This is an optimization exercise on Yosys and OpenROAD, whose aim is small area, not a production implementation.
RTL that was checked went through simulation tests only; none was proved equivalent to the original.

==> job 6839: inputs <==
// matmul_top
module matmul_top #(
  parameter int DATA_W = 32,
  parameter int ADDR_W = 12
) (
  input  logic              clk,
  input  logic              reset_n,
  input  logic              dut_valid,
  output logic              dut_ready,
  output logic [ADDR_W-1:0] input_read_address,
  input  logic [DATA_W-1:0] input_read_data,
  output logic [ADDR_W-1:0] weight_read_address,
  input  logic [DATA_W-1:0] weight_read_data,
  output logic              result_write_enable,
  output logic [ADDR_W-1:0] result_write_address,
  output logic [DATA_W-1:0] result_write_data
);
  localparam logic [1:0] S_IDLE = 2'd0, S_DIMS = 2'd1, S_RUN = 2'd2, S_FIN = 2'd3;
  logic [1:0]        state;
  logic [1:0]        ph;         
  logic              kend_q;     
  logic              wr_arm;     
  logic [ADDR_W-1:0] a_addr;
  logic [ADDR_W-1:0] b_addr;
  logic [ADDR_W-1:0] k_cnt;      
  logic [ADDR_W-1:0] nm1;        
  logic [ADDR_W-1:0] np;         
  logic [ADDR_W-1:0] m_rem;      
  ...
==> flow/config.mk <==
export PLATFORM = sky130hd
export DESIGN_NAME = matmul_top
export DESIGN_NICKNAME = matmul_top
export VERILOG_FILES = /design/flow/design.v
export SDC_FILE = /design/flow/constraint.sdc
export NUM_CORES = 4
export LEC_CHECK = 0
export CAP_MARGIN = 20
export CORE_MARGIN = 2
export CORE_UTILIZATION = 65
export CTS_BUF_LIST = sky130_fd_sc_hd__clkbuf_4 sky130_fd_sc_hd__clkbuf_8
export SLEW_MARGIN = 20
export SYNTH_HIERARCHICAL = 1
export SYNTH_MINIMUM_KEEP_SIZE = 0
==> flow/constraint.sdc <==
create_clock -name core_clock -period 10.0 [get_ports {clk}]
set_input_delay 2.0000 -clock core_clock [delete_from_list [all_inputs] [get_ports {clk}]]
set_output_delay 2.0000 -clock core_clock [all_outputs]
set_load 0.01 [all_outputs]
run.sh (not shown) runs the stock make flow with config.mk's settings and CLKGATE_MAP_FILE= SYNTH_SCRIPT=/design/flow/synth_recipe.tcl, a recipe that flattens the netlist after the stock synthesis.
==> inputs of job 2913, as changes to job 6839 <==
--- a/flow/config.mk
+++ b/flow/config.mk
@@ -9,4 +9,3 @@
 export CORE_MARGIN = 2
-export CORE_UTILIZATION = 65
-export CTS_BUF_LIST = sky130_fd_sc_hd__clkbuf_4 sky130_fd_sc_hd__clkbuf_8
+export CORE_UTILIZATION = 40
 export SLEW_MARGIN = 20
==> impl_metrics.tcl <==
set metrics [dict create \
    fin_ws_ns -5.21 \
    place_ws_ns -5.88 \
    tightest_slew_ns 1.06 \
    met3_usage 0.0496 \
    status "failed layout checks" \
    finalNetCount 1555 \
    clkLatencyLatePin_ns 0.43 \
    hpwl_mm 27.1 \
    so_faults "setup timing" \
    antenna_found_initial 1 \
    setup_violations 16 \
    relSlewSlack 0.293 \
]
That was job 2913.
==> impl_metrics.tcl <==
set metrics [dict create \
    status "failed layout checks" \
    so_faults "setup timing" \
    setup_violations 16 \
    hpwl_mm 25.7 \
    met3_usage 0.0622 \
    place_ws_ns -5.84 \
    wl_met3_mm 2.03 \
    cp-end-kind "flip-flop" \
    antenna_found_initial 0 \
    hold_viol 0 \
    finalNetCount 1562 \
    fin_ws_ns -5.10 \
    relSlewSlack 0.284 \
    clkLatencyLatePin_ns 0.45 \
]
That was job 6839.

========
==> build 13 <==
Another version of the RTL of matmul_top (not shown whole).
==> module matmul_top, before the edit <==
module matmul_top #(
  parameter int DATA_W = 32,
  parameter int ADDR_W = 12
) (
  input  logic              clk,
  input  logic              reset_n,
  input  logic              dut_valid,
  output logic              dut_ready,
  output logic [ADDR_W-1:0] input_read_address,
  input  logic [DATA_W-1:0] input_read_data,
  output logic [ADDR_W-1:0] weight_read_address,
  input  logic [DATA_W-1:0] weight_read_data,
  output logic              result_write_enable,
  output logic [ADDR_W-1:0] result_write_address,
  output logic [DATA_W-1:0] result_write_data
);
  localparam logic [1:0] S_IDLE = 2'd0, S_DIMS = 2'd1, S_RUN = 2'd2, S_FIN = 2'd3;
  logic [1:0]        state;
  logic [1:0]        ph;         
  logic              kend_q;     
  logic              wr_arm;     
  logic [ADDR_W-1:0] a_addr;
  logic [ADDR_W-1:0] b_addr;
  logic [ADDR_W-1:0] k_cnt;      
  logic [ADDR_W-1:0] nm1;        
  logic [ADDR_W-1:0] np;         
  logic [ADDR_W-1:0] m_rem;      
  logic [ADDR_W-1:0] c_addr;
  logic              k_end, j_end, i_end, adv, restart, start, step;
  logic [7:0]        y;
  logic              yb;
  logic [3:0]        dead;
  logic [DATA_W-1:0] base;
  logic              clr;        
  logic [2:0]        cq;         
  logic [2:0]        ci;
  logic [2:0]        co;
  logic [DATA_W-1:0] acc;        
  logic [DATA_W-1:0] sum;
  assign dut_ready            = (state == S_IDLE);
  assign input_read_address   = a_addr;
  assign weight_read_address  = b_addr;
  assign result_write_address = c_addr;
  assign result_write_data    = acc;
  assign result_write_enable  = state[1] && wr_arm && kend_q && (ph == 2'd0);
  assign y    = weight_read_data[8*ph +: 8];
  assign yb   = (ph == 2'd0) ? 1'b0 : weight_read_data[8*ph - 1];
  assign dead = {ph != 2'd0, ph[1], ph == 2'd3, 1'b0};
  assign clr  = kend_q && (ph == 2'd0);
  assign base = clr ? '0 : acc;
  assign ci   = cq & ~{dead[1], 2'b00} & ~{3{ph == 2'd0}};
  mac_unit mac0 (
    .a      (input_read_data),
    .y      (y),
    .yb     (yb),
    .dead   (dead),
    .base   (base),
    .ci     (ci),
    .sum    (sum),
    .co     (co)
  );
  always_ff @(posedge clk)
  begin
    acc <= {sum[7:0], sum[DATA_W-1:8]};
    cq  <= co;
  end
  assign k_end   = (k_cnt == '0) || (state == S_DIMS);
  assign j_end   = (b_addr == np) || (state == S_DIMS);
  assign i_end   = (m_rem == '0);
  assign adv     = (ph == 2'd2);
  assign restart = k_end && !j_end;
  assign start   = (state == S_IDLE) && dut_valid;
  assign step    = adv && (state == S_DIMS || state == S_RUN);
  always_ff @(posedge clk)
  begin
    if (!reset_n)
    begin
      state <= S_IDLE;
    end
    else
    begin
      ph <= ph + 1'b1;
      if (start)
      begin
        state  <= S_DIMS;
        ph     <= 2'd3;
        kend_q <= 1'b1;
        wr_arm <= 1'b0;
      end
      if (state == S_FIN && ph == 2'd0)
        state <= S_IDLE;
      if (state == S_DIMS && ph == 2'd0)
        nm1 <= input_read_data[ADDR_W-1:0] - 1'b1;
      if (step)
      begin
        wr_arm <= (state == S_RUN);
        kend_q <= k_end;
        if (k_end && j_end && i_end)
          state <= S_FIN;
        if (state == S_DIMS)
        begin
          state <= S_RUN;
          np    <= acc[16 +: ADDR_W];   
        end
      end
    end
  end
  always_ff @(posedge clk)
  begin
    a_addr <= start ? '0 : a_addr + ((step && restart) ? ~nm1 : '0) + step;
    b_addr <= start ? '0 : (step && k_end && j_end) ? ADDR_W'(1) : b_addr + step;
    c_addr <= start ? '0 : c_addr + result_write_enable;
    k_cnt  <= (step && k_end) ? nm1 : k_cnt - step;
    m_rem  <= (state == S_DIMS && ph == 2'd0) ? input_read_data[16 +: ADDR_W]
                                              : m_rem - (step && k_end && j_end);
  end
endmodule
Settings: LEC_CHECK=0, CAP_MARGIN=20, CORE_MARGIN=2, CORE_UTILIZATION=70, CTS_BUF_LIST=sky130_fd_sc_hd__clkbuf_4 sky130_fd_sc_hd__clkbuf_8, GPL_TIMING_DRIVEN=0, SLEW_MARGIN=20, SYNTH_HIERARCHICAL=1, SYNTH_MINIMUM_KEEP_SIZE=0; clock period 10.0 ns.
standard.sh (not shown) runs the stock make flow with config.mk's settings and CLKGATE_MAP_FILE= SYNTH_SCRIPT=/design/flow/synth_recipe.tcl, a recipe that flattens the netlist after the stock synthesis.
==> flow/flow/run.sh <==
#!/bin/bash
# The standard layout, with the port buffers made from the smallest buffer
# cell instead of the one buffer_ports picks by itself.
set -euo pipefail
export BUFFER_PORTS_ARGS="-buffer_cell sky130_fd_sc_hd__buf_1"
export REMOVE_ABC_BUFFERS=1
export CTS_ARGS="-sink_clustering_enable -repair_clock_nets -buf_list sky130_fd_sc_hd__clkbuf_8 -sink_buffer_max_cap_derate 1.0 -dont_use_dummy_load"
bash standard.sh > standard.log 2>&1
==> build 97: changes against build 13 <==
--- a/flow/design.v
+++ b/flow/design.v
@@ -624,7 +624,7 @@
   logic [ADDR_W-1:0] np;         
   logic [ADDR_W-1:0] m_rem;      
   logic [ADDR_W-1:0] c_addr;
-  logic              k_end, j_end, i_end, adv, restart, start, step;
+  logic              k_end, j_end, i_end, adv, restart;
   logic [7:0]        y;
   logic              yb;
   logic [3:0]        dead;
@@ -662,13 +662,11 @@
     acc <= {sum[7:0], sum[DATA_W-1:8]};
     cq  <= co;
   end
-  assign k_end   = (k_cnt == '0) || (state == S_DIMS);
-  assign j_end   = (b_addr == np) || (state == S_DIMS);
-  assign i_end   = (m_rem == '0);
+  assign k_end   = (k_cnt == '0);
+  assign j_end   = (b_addr == np);
+  assign i_end   = (m_rem == ADDR_W'(1));
   assign adv     = (ph == 2'd2);
   assign restart = k_end && !j_end;
-  assign start   = (state == S_IDLE) && dut_valid;
-  assign step    = adv && (state == S_DIMS || state == S_RUN);
   always_ff @(posedge clk)
   begin
     if (!reset_n)
@@ -678,39 +676,59 @@
     else
     begin
       ph <= ph + 1'b1;
-      if (start)
-      begin
-        state  <= S_DIMS;
-        ph     <= 2'd3;
-        kend_q <= 1'b1;
-        wr_arm <= 1'b0;
-      end
-      if (state == S_FIN && ph == 2'd0)
-        state <= S_IDLE;
-      if (state == S_DIMS && ph == 2'd0)
-        nm1 <= input_read_data[ADDR_W-1:0] - 1'b1;
-      if (step)
-      begin
-        wr_arm <= (state == S_RUN);
-        kend_q <= k_end;
-        if (k_end && j_end && i_end)
-          state <= S_FIN;
-        if (state == S_DIMS)
+      if (result_write_enable)
+        c_addr <= c_addr + 1'b1;
+      case (state)
+        S_IDLE:
         begin
-          state <= S_RUN;
-          np    <= acc[16 +: ADDR_W];   
+          if (dut_valid)
+          begin
+            state  <= S_DIMS;
+            ph     <= 2'd3;
+            a_addr <= '0;
+            b_addr <= '0;
+            kend_q <= 1'b1;
+            wr_arm <= 1'b0;
+            c_addr <= '0;
+          end
         end
-      end
+        S_DIMS:
+        begin
+          if (adv)
+          begin
+            state  <= S_RUN;
+            nm1    <= input_read_data[ADDR_W-1:0] - 1'b1;
+            k_cnt  <= input_read_data[ADDR_W-1:0] - 1'b1;
+            m_rem  <= input_read_data[16 +: ADDR_W];
+            np     <= acc[16 +: ADDR_W];   
+            a_addr <= ADDR_W'(1);
+            b_addr <= ADDR_W'(1);
+          end
+        end
+        S_RUN:
+        begin
+          if (adv)
+          begin
+            wr_arm <= 1'b1;
+            kend_q <= k_end;
+            k_cnt  <= k_end ? nm1 : k_cnt - 1'b1;
+            a_addr <= a_addr + (restart ? ~nm1 : '0) + 1'b1;
+            b_addr <= (k_end && j_end) ? ADDR_W'(1) : b_addr + 1'b1;
+            if (k_end && j_end)
+            begin
+              m_rem <= m_rem - 1'b1;
+              if (i_end)
+                state <= S_FIN;
+            end
+          end
+        end
+        S_FIN:
+        begin
+          if (ph == 2'd0)
+            state <= S_IDLE;
+        end
+      endcase
     end
   end
-  always_ff @(posedge clk)
-  begin
-    a_addr <= start ? '0 : a_addr + ((step && restart) ? ~nm1 : '0) + step;
-    b_addr <= start ? '0 : (step && k_end && j_end) ? ADDR_W'(1) : b_addr + step;
-    c_addr <= start ? '0 : c_addr + result_write_enable;
-    k_cnt  <= (step && k_end) ? nm1 : k_cnt - step;
-    m_rem  <= (state == S_DIMS && ph == 2'd0) ? input_read_data[16 +: ADDR_W]
-                                              : m_rem - (step && k_end && j_end);
-  end
 endmodule
 `default_nettype wire
==> flow/flow/run.sh (replaced) <==
#!/bin/bash
# The standard layout, with the port buffers made from the smallest buffer
# cell instead of the one buffer_ports picks by itself.
set -euo pipefail
export BUFFER_PORTS_ARGS="-buffer_cell sky130_fd_sc_hd__buf_1"
export REMOVE_ABC_BUFFERS=1
bash standard.sh > standard.log 2>&1
Settings changed: CORE_UTILIZATION 70 to 80.
==> comparison table <==
quantity	build 97	build 13
Run status	timing/DRC/antenna clean	timing/DRC/antenna clean
Least setup slack across all paths after layout	0.2789 ns	0.3685 ns
Met2 track demand over resource	67.58%	54.26%
Signal buffers	146	144
Rows	43	45
Cells after Synth	1037	1015
Final standard cell utilization of the core	88.59%	75.96%
Cts repair resizes	1	0
Area occupied by multi-input gates	7631 um^2	7476 um^2
Path length in cells of the critical path	24	23
Met3 Track Usage GR	7.057%	7.245%
Number of clock buffers in the layout	21	17
Number of combinational gates with multiple inputs	826	811
Wire length on met3	3043 um	1835 um
Final Wtd Congestion	0.9361	0.9327
Detailed-routed wire length on met2	14860 um	12680 um
Final #Nets	1356	1344
Seq area share	27.41%	24.37%
Count of cells along the worst register-to-register path	25	24
Non-clock inverters	28	30
Setup slack of the most critical reg-to-reg path	0.48 ns	0.52 ns
Placed instance area	11860 um^2	11090 um^2
Period utilisation layout	97.21%	96.31%
No functional check of the RTL was part of any run of this note.

[re-timing with driven ports]
How much do the figures lean on ideal ports? The routed layouts below were timed once more, with nothing changed but the port constraints. Step 1: set_driving_cell puts a clkbuf_16 on clk and a buf_2 on each other input, an assumption about the parent block. Step 2, shift: input delay + t, output delay - t, t = (earliest + latest rising clock arrival at the registers) / 2. This alone moves slack from input paths to output paths. Slacks: ideal ports / drivers / drivers and shift; pairs: ideal ports / drivers.
run	shift t [ns]	setup slack, ns	latest minus earliest clock arrival (ns)
job 6839	0.486	-5.102 / -5.091 / -5.577	0.021 / 0.022
job 2913	0.468	-5.211 / -5.193 / -5.661	0.018 / 0.019
build 13	0.465	0.369 / 0.388 / -0.077	0.027 / 0.028
build 97	0.486	0.279 / 0.294 / -0.193	0.015 / 0.015
Met with ideal ports but missed after step 2: setup timing in build 13 and build 97. The setup slack of job 6839, which loses most, moves by +0.011 ns with the drivers and by -0.475 ns with both steps.
